Context: an optimization exercise on an open-source flow, tuned for small area. The choices shown serve that exercise and are no tape-out recipe.
The RTL was checked by simulation tests, not by an equivalence proof against the original design.

==> flow/design.v (excerpt) <==
module complex_mult_pipe (
    input  logic        clk,
    input  logic        rst,
    input  logic        in_valid,
    output logic        in_ready,
    input  logic [15:0] a_re,
    input  logic [15:0] a_im,
    input  logic [15:0] b_re,
    input  logic [15:0] b_im,
    input  logic        conj_en,
    output logic        out_valid,
    input  logic        out_ready,
    output logic [15:0] y_re,
    output logic [15:0] y_im,
    output logic        ovf
);
For scale: about 3000 cells after synthesis, about 100 I/O pins.
==> flow/config.mk <==
export PLATFORM = sky130hd
export DESIGN_NAME = complex_mult_pipe
export DESIGN_NICKNAME = complex_mult_pipe
export VERILOG_FILES = /design/flow/design.v
export SDC_FILE = /design/flow/constraint.sdc
export NUM_CORES = 4
export LEC_CHECK = 0
export ABC_AREA = 1
export CAP_MARGIN = 20
export CORE_MARGIN = 2
export CORE_UTILIZATION = 40
export SLEW_MARGIN = 20
==> flow/constraint.sdc <==
create_clock -name core_clock -period 8.0 [get_ports {clk}]
set_input_delay 1.6000 -clock core_clock [delete_from_list [all_inputs] [get_ports {clk}]]
set_output_delay 1.6000 -clock core_clock [all_outputs]
set_load 0.01 [all_outputs]
standard.sh (not shown) runs the stock make flow with config.mk's settings and CLKGATE_MAP_FILE= SYNTH_SCRIPT=/design/flow/synth_recipe.tcl, a recipe that flattens the netlist after the stock synthesis.
==> flow/flow/run.sh <==
#!/bin/bash
# The standard layout (standard.sh) with one step added after synthesis: flow/polopt.py
# removes inverters between full adders by choosing each full adder's polarity (a full adder
# is self-dual), which leaves the registers and the logic function unchanged.
set -uo pipefail
R=orfs/results/${FLOW_PLATFORM}/complex_mult_pipe/base
bash standard.sh synth > synth.log 2>&1 || exit 1
cp "$R/1_2_yosys.v" "$R/1_2_yosys_std.v"
if python3 flow/polopt.py "$R/1_2_yosys_std.v" "$R/1_2_yosys_pol.v" 400000 > polopt.log 2>&1; then
  cp "$R/1_2_yosys_pol.v" "$R/1_2_yosys.v"
else
  echo "polopt failed; keeping the standard netlist" >> polopt.log
fi
touch "$R/1_2_yosys.v"
bash standard.sh finish > layout.log 2>&1 || exit 1
Other scripts of this flow, unchanged in this note and not shown: flow/flow/polopt.py
Then changed:
==> flow/flow/run.sh (replaced) <==
#!/bin/bash
# The standard layout (standard.sh) with these changes:
# - after synthesis, flow/polopt.py removes inverters between full adders by choosing each
#   full adder's polarity (a full adder is self-dual); registers and logic are unchanged;
# - ports are buffered with sky130_fd_sc_hd__buf_1 instead of the default delay cell;
# - clock tree synthesis uses smaller clock buffers and no dummy loads.
set -uo pipefail
R=orfs/results/${FLOW_PLATFORM}/complex_mult_pipe/base
bash standard.sh synth > synth.log 2>&1 || exit 1
cp "$R/1_2_yosys.v" "$R/1_2_yosys_std.v"
if python3 flow/polopt.py "$R/1_2_yosys_std.v" "$R/1_2_yosys_pol.v" 400000 > polopt.log 2>&1; then
  cp "$R/1_2_yosys_pol.v" "$R/1_2_yosys.v"
else
  echo "polopt failed; keeping the standard netlist" >> polopt.log
fi
touch "$R/1_2_yosys.v"
# From placement on, repair may use only small buffers (buf_1, buf_2): the nets it buffers here
# are short high-fanout nets, for which buf_4 and up mostly waste area.
echo 'export DONT_USE_CELLS += sky130_fd_sc_hd__buf_4 sky130_fd_sc_hd__buf_6 sky130_fd_sc_hd__buf_8 sky130_fd_sc_hd__buf_12 sky130_fd_sc_hd__buf_16 sky130_fd_sc_hd__bufbuf_8 sky130_fd_sc_hd__bufbuf_16' >> config.mk
bash standard.sh finish \
  "BUFFER_PORTS_ARGS=-buffer_cell sky130_fd_sc_hd__buf_1" \
  "CTS_ARGS=-sink_clustering_enable -repair_clock_nets -dont_use_dummy_load -buf_list {sky130_fd_sc_hd__clkbuf_4 sky130_fd_sc_hd__clkbuf_8}" \
  > layout.log 2>&1 || exit 1
--- a/flow/config.mk
+++ b/flow/config.mk
@@ -10,3 +10,4 @@
 export CORE_MARGIN = 2
-export CORE_UTILIZATION = 40
+export CORE_UTILIZATION = 45
 export SLEW_MARGIN = 20
+export DONT_USE_CELLS += sky130_fd_sc_hd__buf_4 sky130_fd_sc_hd__buf_6 sky130_fd_sc_hd__buf_8 sky130_fd_sc_hd__buf_12 sky130_fd_sc_hd__buf_16 sky130_fd_sc_hd__bufbuf_8 sky130_fd_sc_hd__bufbuf_16
Result: Design area came out lower by a few percent; core utilization came out higher by 3.2 points; register-to-register slack is worse by 0.34 ns; setup slack is worse by 0.34 ns; wire length came out lower slightly; global-route usage came out higher by 3.1 points; synthesized area does not change.
Then changed:
--- a/flow/flow/run.sh
+++ b/flow/flow/run.sh
@@ -16,5 +16,2 @@
 touch "$R/1_2_yosys.v"
-# From placement on, repair may use only small buffers (buf_1, buf_2): the nets it buffers here
-# are short high-fanout nets, for which buf_4 and up mostly waste area.
-echo 'export DONT_USE_CELLS += sky130_fd_sc_hd__buf_4 sky130_fd_sc_hd__buf_6 sky130_fd_sc_hd__buf_8 sky130_fd_sc_hd__buf_12 sky130_fd_sc_hd__buf_16 sky130_fd_sc_hd__bufbuf_8 sky130_fd_sc_hd__bufbuf_16' >> config.mk
 bash standard.sh finish \
--- a/flow/config.mk
+++ b/flow/config.mk
@@ -12,2 +12 @@
 export SLEW_MARGIN = 20
-export DONT_USE_CELLS += sky130_fd_sc_hd__buf_4 sky130_fd_sc_hd__buf_6 sky130_fd_sc_hd__buf_8 sky130_fd_sc_hd__buf_12 sky130_fd_sc_hd__buf_16 sky130_fd_sc_hd__bufbuf_8 sky130_fd_sc_hd__bufbuf_16
The new run completed without violations.
Worst setup slack improves by 0.24 ns.
Global-route usage drops by 0.20 points.
Final area climbs by 1.3%.
Non-clock buffer count drops by 28.
Maximum frequency goes up by 3.2%.
Then changed:
--- a/flow/flow/run.sh
+++ b/flow/flow/run.sh
@@ -18,3 +18,3 @@
   "BUFFER_PORTS_ARGS=-buffer_cell sky130_fd_sc_hd__buf_1" \
-  "CTS_ARGS=-sink_clustering_enable -repair_clock_nets -dont_use_dummy_load -buf_list {sky130_fd_sc_hd__clkbuf_4 sky130_fd_sc_hd__clkbuf_8}" \
+  "CTS_ARGS=-sink_clustering_enable -repair_clock_nets -dont_use_dummy_load -buf_list {sky130_fd_sc_hd__clkbuf_4 sky130_fd_sc_hd__clkbuf_8} -sink_clustering_size 30 -sink_clustering_max_diameter 80" \
   > layout.log 2>&1 || exit 1
- CAP_MARGIN: 20 -> 5
- SLEW_MARGIN: 20 -> 5
Result: The changed run finished clean. Global-route usage stays the same. Worst setup slack gets better by 0.024 ns.

re-timing with driven ports:
The flow's constraints put no driver on any port. The routed layouts listed below were extracted and timed again, unchanged, in two steps. Step 1 (the two cells are an assumption about what drives the block):
set clk [get_ports {clk}]
set_driving_cell -lib_cell sky130_fd_sc_hd__clkbuf_16 $clk
set_driving_cell -lib_cell sky130_fd_sc_hd__buf_2 [delete_from_list [all_inputs] $clk]
Step 2, shift: input delay + t, output delay - t, t = (earliest + latest rising clock arrival at the registers) / 2. This alone moves slack from input paths to output paths. Three values: no drivers, after step 1, after step 2; two values: the first two.
run | shift t [ns] | setup slack, ns | worst hold slack (ns) | slew at the worst register clock pin (ns)
the first run | 0.550 | 0.658 / 0.658 / 0.658 | 0.493 / 0.493 / 0.493 | 0.08 / 0.08
the second run | 0.627 | 0.318 / 0.318 / 0.318 | 0.490 / 0.490 / 0.490 | 0.11 / 0.11
the third run | 0.621 | 0.558 / 0.558 / 0.558 | 0.484 / 0.484 / 0.484 | 0.09 / 0.09
the fourth run | 0.622 | 0.582 / 0.582 / 0.582 | 0.485 / 0.485 / 0.485 | 0.09 / 0.09
After both steps every run listed still meets setup and hold.
